This design comes from an exercise in tuning for small area, a short achievable clock period and few clock cycles on the open sky130 flow, not from production work.
Only simulation tests tie the RTL to the original design; equivalence was not proved.

## the baseline
==> module aes_key_sched_ctrl, before the edit <==
module aes_key_sched_ctrl #(
    parameter int NR = aes_pkg::NR
) (
    input  logic         clk,
    input  logic         rst_n,
    input  logic         key_valid,
    input  logic [127:0] key_in,
    output logic         key_ready,
    output logic         busy,
    output logic         keys_valid,
    input  logic [3:0]   rd_idx,
    output logic [127:0] rd_key
);
    localparam int NSTEP = NR / 2 - 1;   
    localparam int NW    = NR + 2;       
    logic        busy_q;
    logic        kv_q;
    logic [2:0]  step;
    logic        accept;
    logic [31:0] w [0:NW-1];
    logic [31:0] e [0:NW+1];             
    logic [31:0] ka, kb, kc, kd;
    logic [7:0]  rc0, rc1;
    logic [31:0] n0, n1;
    assign key_ready  = ~busy_q;
    assign busy       = busy_q;
    assign keys_valid = kv_q;
    assign accept     = key_valid & ~busy_q;
    always_ff @(posedge clk or negedge rst_n) begin
        if (!rst_n) begin
            busy_q <= 1'b0;
            kv_q   <= 1'b0;
            step   <= '0;
        end else if (accept) begin
            busy_q <= 1'b1;
            kv_q   <= 1'b0;
            step   <= '0;
        end else if (busy_q) begin
            step <= step + 3'd1;
            if (step == 3'(NSTEP - 1)) begin
                busy_q <= 1'b0;
                kv_q   <= 1'b1;
            end
        end
    end
    always_comb begin
        case (step)
            3'd0:    begin rc0 = 8'h01; rc1 = 8'h02; end
            3'd1:    begin rc0 = 8'h04; rc1 = 8'h08; end
            3'd2:    begin rc0 = 8'h10; rc1 = 8'h20; end
            3'd3:    begin rc0 = 8'h40; rc1 = 8'h80; end
            default: begin rc0 = 8'h1b; rc1 = 8'h36; end
        endcase
    end
    aes_key_round u_round0 (.w_m4(w[NW-4]), .w_m1(w[NW-1]), .rcon(rc0), .w_new(n0));
    aes_key_round u_round1 (.w_m4(w[NW-3]), .w_m1(n0),      .rcon(rc1), .w_new(n1));
    assign ka = key_in[127:96];
    assign kb = key_in[95:64];
    assign kc = key_in[63:32];
    assign kd = key_in[31:0];
    always_ff @(posedge clk) begin
        if (busy_q) begin
            for (int k = 0; k < NW - 4; k++) w[k] <= w[k+2];
        end
        if (accept) begin
            w[NW-4] <= ka ^ kb ^ kc ^ kd;
            w[NW-3] <= kd ^ kb;
            w[NW-2] <= kd ^ kc;
            w[NW-1] <= kd;
        end else if (busy_q) begin
            w[NW-4] <= w[NW-2];
            w[NW-3] <= w[NW-1];
            w[NW-2] <= n0;
            w[NW-1] <= n1;
        end
    end
    always_comb begin
        for (int k = 0; k < NW; k++) e[k] = w[k];
        e[NW]   = n0;
        e[NW+1] = n1;
    end
    logic [31:0] m0, m1, m2, m3;
    always_comb begin
        m0 = '0;
        m1 = '0;
        m2 = '0;
        m3 = '0;
        for (int r = 0; r <= NR; r++) begin
            if (rd_idx == 4'(r)) begin
                m0 = e[r];
                m1 = e[r+1];
                m2 = e[r+2];
                m3 = e[r+3];
            end
        end
    end
    always_ff @(posedge clk) begin
        rd_key <= {(m3 ^ m2) ^ (m1 ^ m0), m3 ^ m1, m3 ^ m2, m3};
    end
endmodule
Settings: LEC_CHECK=0, CAP_MARGIN=20, CORE_MARGIN=2, CORE_UTILIZATION=40, SLEW_MARGIN=20, SYNTH_HIERARCHICAL=1, SYNTH_MINIMUM_KEEP_SIZE=0; clock period 28.0 ns.
run.sh (not shown) runs the stock make flow with config.mk's settings and CLKGATE_MAP_FILE= SYNTH_SCRIPT=/design/flow/synth_recipe.tcl, a recipe that flattens the netlist after the stock synthesis.
Testbench counts of the baseline, summed over its fixed seeds: cycles 2,896.
Changes in the candidate relative to the baseline:
diff --git a/flow/design.v b/flow/design.v
--- a/flow/design.v
+++ b/flow/design.v
@@ -1,9 +1,10 @@
 package aes_pkg;
     localparam int NR = 10;
     localparam logic [7:0] RCON_INIT = 8'h01;
+    localparam logic [7:0] RCON_LAST = 8'h1b;    
     function automatic logic [7:0] xtime(input logic [7:0] b);
         xtime = {b[6:0], 1'b0} ^ (b[7] ? 8'h1b : 8'h00);
     endfunction
 endpackage
 module aes_sbox (
     input  logic [7:0] a,
@@ -202,79 +203,67 @@
     output logic         key_ready,
     output logic         busy,
     output logic         keys_valid,
     input  logic [3:0]   rd_idx,
     output logic [127:0] rd_key
 );
-    localparam int NSTEP = NR / 2 - 1;   
-    localparam int NW    = NR + 2;       
+    localparam int NW = NR + 3;          
     logic        busy_q;
     logic        kv_q;
-    logic [2:0]  step;
+    logic [7:0]  rcon;
     logic        accept;
+    logic        last;
     logic [31:0] w [0:NW-1];
-    logic [31:0] e [0:NW+1];             
+    logic [31:0] e [0:NW];               
     logic [31:0] ka, kb, kc, kd;
-    logic [7:0]  rc0, rc1;
-    logic [31:0] n0, n1;
+    logic [31:0] nw;
     assign key_ready  = ~busy_q;
     assign busy       = busy_q;
     assign keys_valid = kv_q;
     assign accept     = key_valid & ~busy_q;
+    assign last = (rcon == aes_pkg::RCON_LAST);
     always_ff @(posedge clk or negedge rst_n) begin
         if (!rst_n) begin
             busy_q <= 1'b0;
             kv_q   <= 1'b0;
-            step   <= '0;
         end else if (accept) begin
             busy_q <= 1'b1;
             kv_q   <= 1'b0;
-            step   <= '0;
-        end else if (busy_q) begin
-            step <= step + 3'd1;
-            if (step == 3'(NSTEP - 1)) begin
-                busy_q <= 1'b0;
-                kv_q   <= 1'b1;
-            end
-        end
-    end
-    always_comb begin
-        case (step)
-            3'd0:    begin rc0 = 8'h01; rc1 = 8'h02; end
-            3'd1:    begin rc0 = 8'h04; rc1 = 8'h08; end
-            3'd2:    begin rc0 = 8'h10; rc1 = 8'h20; end
-            3'd3:    begin rc0 = 8'h40; rc1 = 8'h80; end
-            default: begin rc0 = 8'h1b; rc1 = 8'h36; end
-        endcase
-    end
-    aes_key_round u_round0 (.w_m4(w[NW-4]), .w_m1(w[NW-1]), .rcon(rc0), .w_new(n0));
-    aes_key_round u_round1 (.w_m4(w[NW-3]), .w_m1(n0),      .rcon(rc1), .w_new(n1));
+        end else if (busy_q && last) begin
+            busy_q <= 1'b0;
+            kv_q   <= 1'b1;
+        end
+    end
+    always_ff @(posedge clk) begin
+        if (accept)      rcon <= aes_pkg::RCON_INIT;
+        else if (busy_q) rcon <= aes_pkg::xtime(rcon);
+    end
+    aes_key_round u_round (.w_m4(w[NW-4]), .w_m1(w[NW-1]), .rcon(rcon), .w_new(nw));
     assign ka = key_in[127:96];
     assign kb = key_in[95:64];
     assign kc = key_in[63:32];
     assign kd = key_in[31:0];
     always_ff @(posedge clk) begin
         if (busy_q) begin
-            for (int k = 0; k < NW - 4; k++) w[k] <= w[k+2];
+            for (int k = 0; k < NW - 4; k++) w[k] <= w[k+1];
         end
         if (accept) begin
             w[NW-4] <= ka ^ kb ^ kc ^ kd;
             w[NW-3] <= kd ^ kb;
             w[NW-2] <= kd ^ kc;
             w[NW-1] <= kd;
         end else if (busy_q) begin
-            w[NW-4] <= w[NW-2];
-            w[NW-3] <= w[NW-1];
-            w[NW-2] <= n0;
-            w[NW-1] <= n1;
+            w[NW-4] <= w[NW-3];
+            w[NW-3] <= w[NW-2];
+            w[NW-2] <= w[NW-1];
+            w[NW-1] <= nw;
         end
     end
     always_comb begin
         for (int k = 0; k < NW; k++) e[k] = w[k];
-        e[NW]   = n0;
-        e[NW+1] = n1;
+        e[NW] = nw;
     end
     logic [31:0] m0, m1, m2, m3;
     always_comb begin
         m0 = '0;
         m1 = '0;
         m2 = '0;
Notes after the runs:
- Status | the baseline and the candidate | clean
- Changes observed in the candidate relative to the baseline: total length of routed met3 wires went down by 32%, wire length the detailed router placed on met1 has decreased, via count of the first global-routing pass lost 3,889.
- When the candidate is measured against the baseline, its final critical-path share of the clock period turns out 9.5 points lower.
- Classification of the worst setup path = in -> reg: the candidate; classification of the worst setup path = reg -> reg: the baseline
- A main combinational cell family by area after synthesis of XOR/XNOR gates is what the baseline shows, while compound AO/OA/AOI/OAI gates belongs to the candidate.
Testbench counts of the candidate, summed over its fixed seeds: cycles 3,856.

port drivers added, routing unchanged:
Ports are ideal in the flow. The routed layouts listed here were re-timed in OpenROAD.
Step 1 (the two cells are an assumption about what drives the block):
set clk [get_ports {clk}]
set_driving_cell -lib_cell sky130_fd_sc_hd__clkbuf_16 $clk
set_driving_cell -lib_cell sky130_fd_sc_hd__buf_2 [delete_from_list [all_inputs] $clk]
Step 2 also shifts input and output timing later by t, the mid clock arrival at the registers, as if the neighbouring blocks saw the same clock.
Slacks: no drivers / after step 1 / after step 2; pairs: no drivers / after step 1.
run	t, ns	setup WS [ns]	slew at the worst register clock pin (ns)
the baseline	0.706	15.363 / 15.363 / 15.363	0.07 / 0.07
the candidate	0.710	18.028 / 18.041 / 17.332	0.07 / 0.07
After both steps setup and hold are still met in every run listed. For the candidate, which loses most, drivers alone change the setup slack by +0.013 ns; drivers and shift together by -0.696 ns.
